This is an optimization exercise on Yosys and OpenROAD, whose aim is small area, a short achievable clock period and few clock cycles, not a production implementation. The RTL was checked by simulation tests, not by an equivalence proof against the original design. Power is estimated from default activity; no workload was simulated.

==> raven <==
Design keyed_record_table_unit, start of the top module:
module keyed_record_table_unit #(
	parameter int CAPACITY = 32
) (
	input  logic             clk,
	input  logic             arst_n,
	input  logic             start,
	output logic             busy,
	input  logic [86:0]      command,
	output logic             strobe,
	output logic [93:0]      result,
	input  logic             cfg_valid,
	output logic             cfg_ready,
	input  logic [15:0]      cfg_data
);
	localparam int N = 32;
	function automatic logic [N-1:0] pre_or(input logic [N-1:0] v);
		logic [N-1:0] a;
		a = {v[N-2:0], 1'b0};
		for (int d = 1; d < N; d = d * 2) a = a | (a << d);
		pre_or = a;
	endfunction
	function automatic logic [4:0] enc32(input logic [N-1:0] oh);
		logic [4:0] e;
		e = '0;
		for (int i = 0; i < N; i++) if (oh[i]) e = e | 5'(i);
		enc32 = e;
	endfunction
	logic [30:0] key_m [N];
	logic [15:0] qty_m [N];
	logic [31:0] pr_m [N];
	logic [4:0]  rank_m [N];
	logic [N-1:0] vld_q;
	logic [5:0]  held_q;
	logic [15:0] thr_q;
	logic [N-1:0] qle_q;
	logic         qchg_q;
	logic [4:0]   fq_q;
	logic [N-1:0] fr_q;
	logic         fnone_q, fz_q;
	logic         b_v;
	logic [2:0]   b_cmd;
	logic [4:0]   b_idx;
	logic         b_le;
	logic [N-1:0] h_q;
	logic         anyh_q;
	logic [N-1:0] claim_q;
	logic         b_cont;
	logic [4:0]   jq_q;
	logic [N-1:0] rem_q;
	logic         zq_q;
	logic         c_v;
	logic [2:0]   c_st;
	logic [4:0]   c_idx;
	logic [5:0]   c_held;
	logic         c_last;
	logic [N-1:0] sel_q;
	logic         rc_act;
	logic [5:0]   rc_pos;
	logic         rc_v1, rc_v2;
	logic [4:0]   rc_p1, rc_p2;
	assign cfg_ready = 1'b1;
	logic b_ins, b_del, b_look, b_scan, b_read;
	assign b_ins  = (b_cmd == krt_pkg::CMD_INSERT);
	assign b_del  = (b_cmd == krt_pkg::CMD_DELETE);
	assign b_look = (b_cmd == krt_pkg::CMD_LOOKUP);
	assign b_scan = (b_cmd == krt_pkg::CMD_SCAN);
	assign b_read = (b_cmd == krt_pkg::CMD_READ);
	logic bx, b_done, b_free, adv;
	logic any_h;
	logic [4:0] p;
	logic full;
  ...
Settings: LEC_CHECK=0, CAP_MARGIN=20, CORE_MARGIN=2, CORE_UTILIZATION=40, SETUP_SLACK_MARGIN=4, SLEW_MARGIN=30; clock period 7.0 ns.
run.sh (not shown) runs the stock make flow with config.mk's settings and CLKGATE_MAP_FILE= SYNTH_SCRIPT=/design/flow/synth_recipe.tcl, a recipe that flattens the netlist after the stock synthesis.
==> inputs of amber, as changes to raven <==
--- a/flow/design.v
+++ b/flow/design.v
@@ -53,12 +53,28 @@
 	function automatic logic [N-1:0] pre_or(input logic [N-1:0] v);
 		logic [N-1:0] a;
 		a = {v[N-2:0], 1'b0};
 		for (int d = 1; d < N; d = d * 2) a = a | (a << d);
 		pre_or = a;
 	endfunction
+	function automatic logic gt5(input logic [4:0] a, input logic [4:0] b);
+		logic g;
+		g = 1'b0;
+		for (int i = 0; i < 5; i++) g = (a[i] & ~b[i]) | (~(a[i] ^ b[i]) & g);
+		gt5 = g;
+	endfunction
+	function automatic logic [4:0] dec5(input logic [4:0] a);
+		logic [4:0] d;
+		logic z;
+		z = 1'b1;
+		for (int i = 0; i < 5; i++) begin
+			d[i] = a[i] ^ z;
+			z = z & ~a[i];
+		end
+		dec5 = d;
+	endfunction
 	function automatic logic [4:0] enc32(input logic [N-1:0] oh);
 		logic [4:0] e;
 		e = '0;
 		for (int i = 0; i < N; i++) if (oh[i]) e = e | 5'(i);
 		enc32 = e;
 	endfunction
@@ -75,15 +91,17 @@
 	logic [N-1:0] fr_q;
 	logic         fnone_q, fz_q;
 	logic         b_v;
 	logic [2:0]   b_cmd;
 	logic [4:0]   b_idx;
 	logic         b_le;
+	logic [30:0]  b_key;
+	logic [15:0]  b_qty;
+	logic [31:0]  b_pr;
 	logic [N-1:0] h_q;
 	logic         anyh_q;
-	logic [N-1:0] claim_q;
 	logic         b_cont;
 	logic [4:0]   jq_q;
 	logic [N-1:0] rem_q;
 	logic         zq_q;
 	logic         c_v;
 	logic [2:0]   c_st;
@@ -105,31 +123,26 @@
 	logic bx, b_done, b_free, adv;
 	logic any_h;
 	logic [4:0] p;
 	logic full;
 	logic ins_ok, del_ok;
 	logic ins_will;
-	logic [N-1:0] vld_n, nclaim, wfree;
+	logic [N-1:0] vld_d, free_oh;
 	logic rc_go;
 	assign full = held_q[5];
 	assign bx = b_v && !rc_act && !(b_scan && !b_cont && qchg_q);
 	always_comb begin
 		any_h = anyh_q;
 		p = '0;
 		for (int s = 0; s < N; s++) if (h_q[s]) p = p | rank_m[s];
 	end
 	assign ins_will = b_v && b_ins && !full && !any_h;
 	assign ins_ok = bx && ins_will;
 	assign del_ok = bx && b_del && any_h;
-	assign vld_n = ins_ok ? (vld_q | claim_q) : del_ok ? (vld_q & ~h_q) : vld_q;
-	always_comb begin
-		logic [N-1:0] fr;
-		fr = ~vld_q & ~(ins_will ? claim_q : '0);
-		wfree = fr;
-		nclaim = fr & ~pre_or(fr);
-	end
+	assign vld_d = del_ok ? (vld_q & ~h_q) : vld_q;
+	assign free_oh = ~vld_q & ~pre_or(~vld_q);
 	assign rc_go = rc_act && (rc_pos < held_q);
 	logic [N-1:0] sx, sx_pre, sx_low;
 	logic [4:0] s_idx;
 	logic s_last, s_more2;
 	always_comb begin
 		sx = b_cont ? rem_q : fr_q;
@@ -145,13 +158,13 @@
 		ridx = rc_act ? rc_pos[4:0] : (b_read ? b_idx : s_idx);
 		for (int s = 0; s < N; s++) eqsel[s] = vld_q[s] && (rank_m[s] == ridx);
 		sel_d = '0;
 		if (rc_act) sel_d = eqsel;
 		else if (b_read || (b_scan && !(!b_cont && fnone_q))) sel_d = eqsel;
 		else if (b_look || b_del) sel_d = h_q;
-		else if (ins_will) sel_d = claim_q;
+		else if (ins_will) sel_d = free_oh;
 	end
 	logic [2:0] st;
 	logic [4:0] r_idx;
 	logic [5:0] r_held;
 	logic r_last;
 	always_comb begin
@@ -192,28 +205,31 @@
 		endcase
 	end
 	logic s_go;
 	assign s_go = bx && b_scan && !(!b_cont && fnone_q) && !s_last;
 	assign b_done = bx && !s_go;
 	logic [N-1:0] h_d;
+	logic keq;
 	always_comb begin
-		for (int s = 0; s < N; s++) h_d[s] = vld_n[s] && (key_m[s] == command[83:53]);
+		keq = (b_key == command[83:53]);
+		for (int s = 0; s < N; s++) h_d[s] = vld_d[s] && (key_m[s] == command[83:53]);
+		h_d = h_d | ({N{ins_ok && keq}} & free_oh);
 	end
 	logic [N-1:0] below_p;
 	always_comb begin
 		for (int j = 0; j < N; j++) below_p[j] = (5'(j) < p);
 	end
 	for (genvar s = 0; s < N; s++) begin : g_slot
 		always_ff @(posedge clk) begin
-			if (wfree[s]) begin
-				key_m[s] <= command[83:53];
-				qty_m[s] <= command[52:37];
-				pr_m[s] <= command[36:5];
+			if (!vld_q[s]) begin
+				key_m[s] <= b_key;
+				qty_m[s] <= b_qty;
+				pr_m[s] <= b_pr;
 			end
-			if (ins_ok && claim_q[s]) rank_m[s] <= held_q[4:0];
-			else if (del_ok && rank_m[s] > p) rank_m[s] <= rank_m[s] - 5'd1;
+			if (ins_ok && free_oh[s]) rank_m[s] <= held_q[4:0];
+			else if (del_ok && gt5(rank_m[s], p)) rank_m[s] <= dec5(rank_m[s]);
 		end
 	end
 	logic [N-1:0] fpre;
 	always_comb fpre = pre_or(qle_q);
 	always_ff @(posedge clk or negedge arst_n) begin
 		if (!arst_n) begin
@@ -233,13 +249,13 @@
 			end else if (del_ok) begin
 				held_q <= held_q - 6'd1;
 				qle_q <= (qle_q & below_p) | ({1'b0, qle_q[N-1:1]} & ~below_p);
 			end else if (rc_v2) begin
 				qle_q[rc_p2] <= (result[54:39] <= thr_q);
 			end
-			vld_q <= vld_n;
+			vld_q <= ins_ok ? (vld_q | free_oh) : vld_d;
 			qchg_q <= ins_ok || del_ok || rc_v2;
 			rc_v1 <= rc_go;
 			rc_v2 <= rc_v1;
 			if (cfg_valid) begin
 				thr_q <= cfg_data;
 				rc_act <= 1'b1;
@@ -258,14 +274,13 @@
 		fnone_q <= ~|qle_q;
 		fz_q <= ~|(qle_q & fpre);
 	end
 	logic known_in, busy_d;
 	assign known_in = (command[86:84] <= krt_pkg::CMD_READ);
 	always_comb begin
-		if (!busy) busy_d = start && ((command[86:84] == krt_pkg::CMD_SCAN)
-		                              || (command[86:84] == krt_pkg::CMD_DELETE && &vld_n));
+		if (!busy) busy_d = start && (command[86:84] == krt_pkg::CMD_SCAN);
 		else if (s_go) busy_d = s_more2;
 		else busy_d = b_v && !b_done;
 		if (cfg_valid || (rc_act && (rc_go || rc_v1 || rc_v2))) busy_d = 1'b1;
 	end
 	always_ff @(posedge clk or negedge arst_n) begin
 		if (!arst_n) begin
@@ -287,13 +302,15 @@
 	always_ff @(posedge clk) begin
 		if (!busy) begin
 			b_cmd <= command[86:84];
 			b_idx <= command[4:0];
 			b_le <= (command[52:37] <= thr_q);
 			h_q <= h_d;
-			claim_q <= nclaim;
+			b_key <= command[83:53];
+			b_qty <= command[52:37];
+			b_pr <= command[36:5];
 			anyh_q <= |h_d;
 		end
 		if (s_go) begin
 			jq_q <= enc32(sx_low);
 			rem_q <= sx & sx_pre;
 			zq_q <= ~|(sx & sx_pre);
==> notes <==
In amber the die area is higher than in raven, by about 0.7%. Between raven and amber, the lower final area is in amber (gap about 1%, measured against amber). Register-to-register slack: amber is worse than raven (0.28 ns). Between amber and raven, the lower sequential share of layout area is in raven (gap 1.5 points). In amber the non-clock buffer count is lower than in raven, by 69. Between raven and amber, the lower first-iteration DRC count is in raven (gap 5.3%, measured against amber). Of amber and raven, raven has the higher synthesized cell count (gap 0.41%, measured against raven). Of amber and raven, amber has the higher synthesized area (gap about 0.74%, measured against raven). In combinational power, raven is at 4.1 times the value of amber. Via count is about the same in amber and raven. In amber the worst setup slack is worse than in raven, by 0.26 ns.
Testbench counts of raven, summed over its fixed seeds: cycles 5,229.
Testbench counts of amber, summed over its fixed seeds: cycles 5,120.

## static timing again, ports no longer ideal
The flow's constraints put no driver on any port. The routed layouts listed below were extracted and timed again, unchanged, in two steps.
Step 1, drivers: a clkbuf_16 drives clk and a buf_2 each remaining input, both assumed.
Step 2 times the ports against the registers' clock, not the clock port: input delays grow and output delays shrink by t, the midpoint of the rising clock arrivals with the driver on.
a / b / c = no drivers / after step 1 / after step 2; a / b = the first two.
| run | t, ns | slack for setup (ns) | hold slack, ns |
|---|---|---|---|
| raven | 1.086 | 3.671 / 3.691 / 2.605 | 0.314 / 0.314 / 0.314 |
| amber | 1.062 | 3.409 / 3.409 / 2.412 | 0.320 / 0.320 / 0.320 |
After both steps setup and hold are still met in every run listed. For raven, which loses most, drivers alone change the setup slack by +0.020 ns; drivers and shift together by -1.066 ns.
